This is an optimization exercise on Yosys and OpenROAD, whose aim is small area, not a production implementation. Only simulation tests tie the RTL to the original design; equivalence was not proved.

==> sierra <==
==> flow/design.v (excerpt) <==
module dac_output_conditioner
#(
  parameter int DAC_DATA_WIDTH = 14,
  parameter int IN_DATA_WIDTH  = 16,
  parameter int GAIN_WIDTH     = 16
) (
  input  logic                             aclk,
  input  logic                             rst,
  input  logic signed [IN_DATA_WIDTH-1:0]  in_a,
  input  logic signed [IN_DATA_WIDTH-1:0]  in_b,
  input  logic signed [GAIN_WIDTH-1:0]     gain_a,
  input  logic signed [GAIN_WIDTH-1:0]     gain_b,
  input  logic signed [DAC_DATA_WIDTH-1:0] offset_a,
  input  logic signed [DAC_DATA_WIDTH-1:0] offset_b,
  input  logic                             enable_a,
  input  logic                             enable_b,
  input  logic [dac_cond_pkg::ENV_W-1:0]   ramp_step,
  input  logic                             sat_clr,
  output logic signed [DAC_DATA_WIDTH-1:0] dat_a_o,
  output logic signed [DAC_DATA_WIDTH-1:0] dat_b_o,
  output logic [1:0]                       state_a,
  output logic [1:0]                       state_b,
  output logic [dac_cond_pkg::SAT_CNT_W-1:0] sat_cnt_a,
  output logic [dac_cond_pkg::SAT_CNT_W-1:0] sat_cnt_b
);
==> module dac_cond_channel, before the edit <==
module dac_cond_channel
#(
  parameter int DAC_DATA_WIDTH = 14,
  parameter int IN_DATA_WIDTH  = 16,
  parameter int GAIN_WIDTH     = 16
) (
  input  logic                             clk_i,
  input  logic                             rst_i,
  input  logic                             kill_i,
  input  logic                             step_zero_i,
  input  logic signed [IN_DATA_WIDTH-1:0]  in_i,
  input  logic signed [GAIN_WIDTH-1:0]     gain_i,
  input  logic signed [DAC_DATA_WIDTH-1:0] offset_i,
  input  logic                             enable_i,
  input  logic [dac_cond_pkg::ENV_W-1:0]   ramp_step_i,
  input  logic                             sat_clr_i,
  output logic signed [DAC_DATA_WIDTH-1:0] dat_o,
  output logic [1:0]                       state_o,
  output logic [dac_cond_pkg::SAT_CNT_W-1:0] sat_cnt_o
);
  logic [1:0]        state_q;
  logic [13:0]       env_q;
  logic              on;
  logic [15:0]       env_x, step_x, env_r;
  logic              done;
  assign on     = state_q[1] & ~state_q[0];
  assign env_x  = {1'b0, on, env_q};
  assign step_x = {1'b0, ramp_step_i};
  assign env_r  = enable_i ? env_x + step_x : env_x - step_x;
  assign done   = step_zero_i | (enable_i ? (env_r[15:14] != 2'b00)
                                          : (env_r[15] | (env_r == 16'd0)));
  always_ff @(posedge clk_i) begin
    if (rst_i) begin
      state_q <= 2'b00;
      env_q   <= '0;
    end else begin
      state_q <= {enable_i == done, ~done};
      env_q   <= done ? 14'd0 : env_r[13:0];
    end
  end
    logic signed [17:0] p2_q, p2d_q;
  logic signed [17:0] p2_d;
  dac_cond_mul_a u_mul_a (.a(in_i), .b(gain_i), .o(offset_i), .y(p2_d));
  logic        [17:0] m3;    
  logic signed [17:0] p3;
  logic               sat;
  logic signed [13:0] c_q;
  logic               sat_q;
  logic signed [13:0] dat_q;
  dac_cond_mul_c u_mul_c (.p(p2d_q), .e(env_q), .yn(m3));
  assign p3  = on ? p2d_q : $signed(~m3);
  assign sat = (p3[17:13] != 5'b00000) & (p3[17:13] != 5'b11111);
  always_ff @(posedge clk_i) begin
    p2_q  <= p2_d;
    p2d_q <= p2_q;
    c_q   <= sat ? {p3[17], {13{~p3[17]}}} : p3[13:0];
    sat_q <= sat;
  end
  always_ff @(posedge clk_i) begin
    if (rst_i | kill_i) begin
      dat_q <= '0;
    end else begin
      dat_q <= c_q;
    end
  end
  assign dat_o   = dat_q;
  assign state_o = state_q;
  logic [15:0] sat_cnt_q;
  always_ff @(posedge clk_i) begin
    if (rst_i | sat_clr_i) begin
      sat_cnt_q <= '0;
    end else if (sat_q & ~kill_i & ~&sat_cnt_q) begin
      sat_cnt_q <= sat_cnt_q + 1'b1;
    end
  end
  assign sat_cnt_o = sat_cnt_q;
endmodule
==> flow/config.mk <==
export PLATFORM = sky130hd
export DESIGN_NAME = dac_output_conditioner
export DESIGN_NICKNAME = dac_output_conditioner
export VERILOG_FILES = /design/flow/design.v
export SDC_FILE = /design/flow/constraint.sdc
export NUM_CORES = 4
export LEC_CHECK = 0
export CAP_MARGIN = 20
export CORE_MARGIN = 2
export CORE_UTILIZATION = 40
export GPL_TIMING_DRIVEN = 0
export SLEW_MARGIN = 20
export SYNTH_HIERARCHICAL = 1
==> flow/constraint.sdc <==
create_clock -name core_clock -period 8.0 [get_ports {aclk}]
set_input_delay 1.6000 -clock core_clock [delete_from_list [all_inputs] [get_ports {aclk}]]
set_output_delay 1.6000 -clock core_clock [all_outputs]
set_load 0.01 [all_outputs]
run.sh (not shown) runs the stock make flow with config.mk's settings and CLKGATE_MAP_FILE= SYNTH_SCRIPT=/design/flow/synth_recipe.tcl, a recipe that flattens the netlist after the stock synthesis.
==> raven (differences from sierra) <==
--- a/flow/design.v
+++ b/flow/design.v
@@ -44,7 +44,22 @@
   assign on     = state_q[1] & ~state_q[0];
   assign env_x  = {1'b0, on, env_q};
   assign step_x = {1'b0, ramp_step_i};
-  assign env_r  = enable_i ? env_x + step_x : env_x - step_x;
+  logic [15:0] env_b;
+  logic [10:0] env_c;
+  logic [15:10] env_r0, env_r1;
+  logic [16:10] env_c0, env_c1;
+  assign env_b    = step_x ^ {16{~enable_i}};
+  assign env_c[0] = ~enable_i;
+  for (genvar k = 0; k < 10; k++) begin : g_env_lo
+    dac_cond_fa u_fa (.a(env_x[k]), .b(env_b[k]), .c(env_c[k]), .s(env_r[k]), .co(env_c[k+1]));
+  end
+  assign env_c0[10] = 1'b0;
+  assign env_c1[10] = 1'b1;
+  for (genvar k = 10; k < 16; k++) begin : g_env_hi
+    dac_cond_fa u_fa0 (.a(env_x[k]), .b(env_b[k]), .c(env_c0[k]), .s(env_r0[k]), .co(env_c0[k+1]));
+    dac_cond_fa u_fa1 (.a(env_x[k]), .b(env_b[k]), .c(env_c1[k]), .s(env_r1[k]), .co(env_c1[k+1]));
+  end
+  assign env_r[15:10] = env_c[10] ? env_r1 : env_r0;
   assign done   = step_zero_i | (enable_i ? (env_r[15:14] != 2'b00)
                                           : (env_r[15] | (env_r == 16'd0)));
   always_ff @(posedge clk_i) begin
@@ -83,12 +98,17 @@
   end
   assign dat_o   = dat_q;
   assign state_o = state_q;
-  logic [15:0] sat_cnt_q;
+  logic [15:0] sat_cnt_q, sat_cnt_s;
+  logic [16:0] sat_cnt_c;
+  assign sat_cnt_c[0] = sat_q & ~kill_i & ~&sat_cnt_q;
+  for (genvar k = 0; k < 16; k++) begin : g_cnt_inc
+    dac_cond_ha u_ha (.a(sat_cnt_q[k]), .b(sat_cnt_c[k]), .s(sat_cnt_s[k]), .co(sat_cnt_c[k+1]));
+  end
   always_ff @(posedge clk_i) begin
     if (rst_i | sat_clr_i) begin
       sat_cnt_q <= '0;
-    end else if (sat_q & ~kill_i & ~&sat_cnt_q) begin
-      sat_cnt_q <= sat_cnt_q + 1'b1;
+    end else begin
+      sat_cnt_q <= sat_cnt_s;
     end
   end
   assign sat_cnt_o = sat_cnt_q;
CAP_MARGIN = 10   (was 20)
GPL_TIMING_DRIVEN = default   (was 0)
SLEW_MARGIN = 10   (was 20)
==> qor summary <==
quantity                                                                                                              raven                   sierra
Status                                                                                              complete, no violations  complete, no violations
Grt met3 use                                                                                                          3.43%                    3.79%
Area share of the leading cell type in the synthesized netlist                                                        29.0%                    25.2%
Timing endpoint of the critical path                                                                        u_ch_b.p2_q[16]            u_ch_b.c_q[5]
Destination of the worst hold path                                                                          u_ch_b.p2d_q[9]         u_ch_b.p2d_q[12]
Overall track demand over capacity in global routing                                                                  21.5%                    22.2%
Category of the critical setup timing path                                                           input port to register     register to register
Top fanout value on the critical path                                                                                     8                       19
Startpoint kind of the worst setup timing path                                                                   input port                 register
Routed wire length                                                                                            82800 microns            88400 microns
Number of fill cells                                                                                                   6974                     7328
Non-clock inverter instance count of the final layout                                                                   255                      283
Arithmetic-cell share of the synthesized area counting full adders, half adders and majority gates                    37.9%                    33.8%
Final cell area excluding filler cells                                                                          34900 sq um              36000 sq um
Final routed wire length divided by cell count                                                                 18.8 microns             18.9 microns
Final clock period utilization by the worst path                                                                      95.4%                    96.1%
Count of vias placed by the detailed router                                                                           24400                    26400
Share of final-layout standard cells stronger than drive strength 1                                                   9.52%                    8.68%
Initial core utilization                                                                                              40.5%                    40.5%
Post-CTS sizing                                                                                                           0                       32

-- port drivers added, routing unchanged --
The results above use ideal ports. As a check the final layouts listed here were re-extracted and re-timed, cells and wires unchanged. Step 1, drivers: a clkbuf_16 drives aclk and a buf_2 each remaining input, both assumed. Step 2 adds t to the input delays and takes it off the output delays; t is the mean of the earliest and latest rising clock arrival at the registers after step 1. Input paths then give back, and output paths get back, about the clock's delay inside the block. a / b / c = ideal / step 1 / step 2; a / b = the first two.
run | shift t [ns] | slack for setup (ns) | pins driven straight from the clock port
sierra | 0.523 | 0.313 / 0.313 / -0.117 | 1
raven | 0.516 | 0.365 / 0.397 / -0.119 | 1
Met with ideal ports but missed after step 2: setup timing in sierra and raven. The setup slack of raven, which loses most, moves by +0.032 ns with the drivers and by -0.484 ns with both steps.
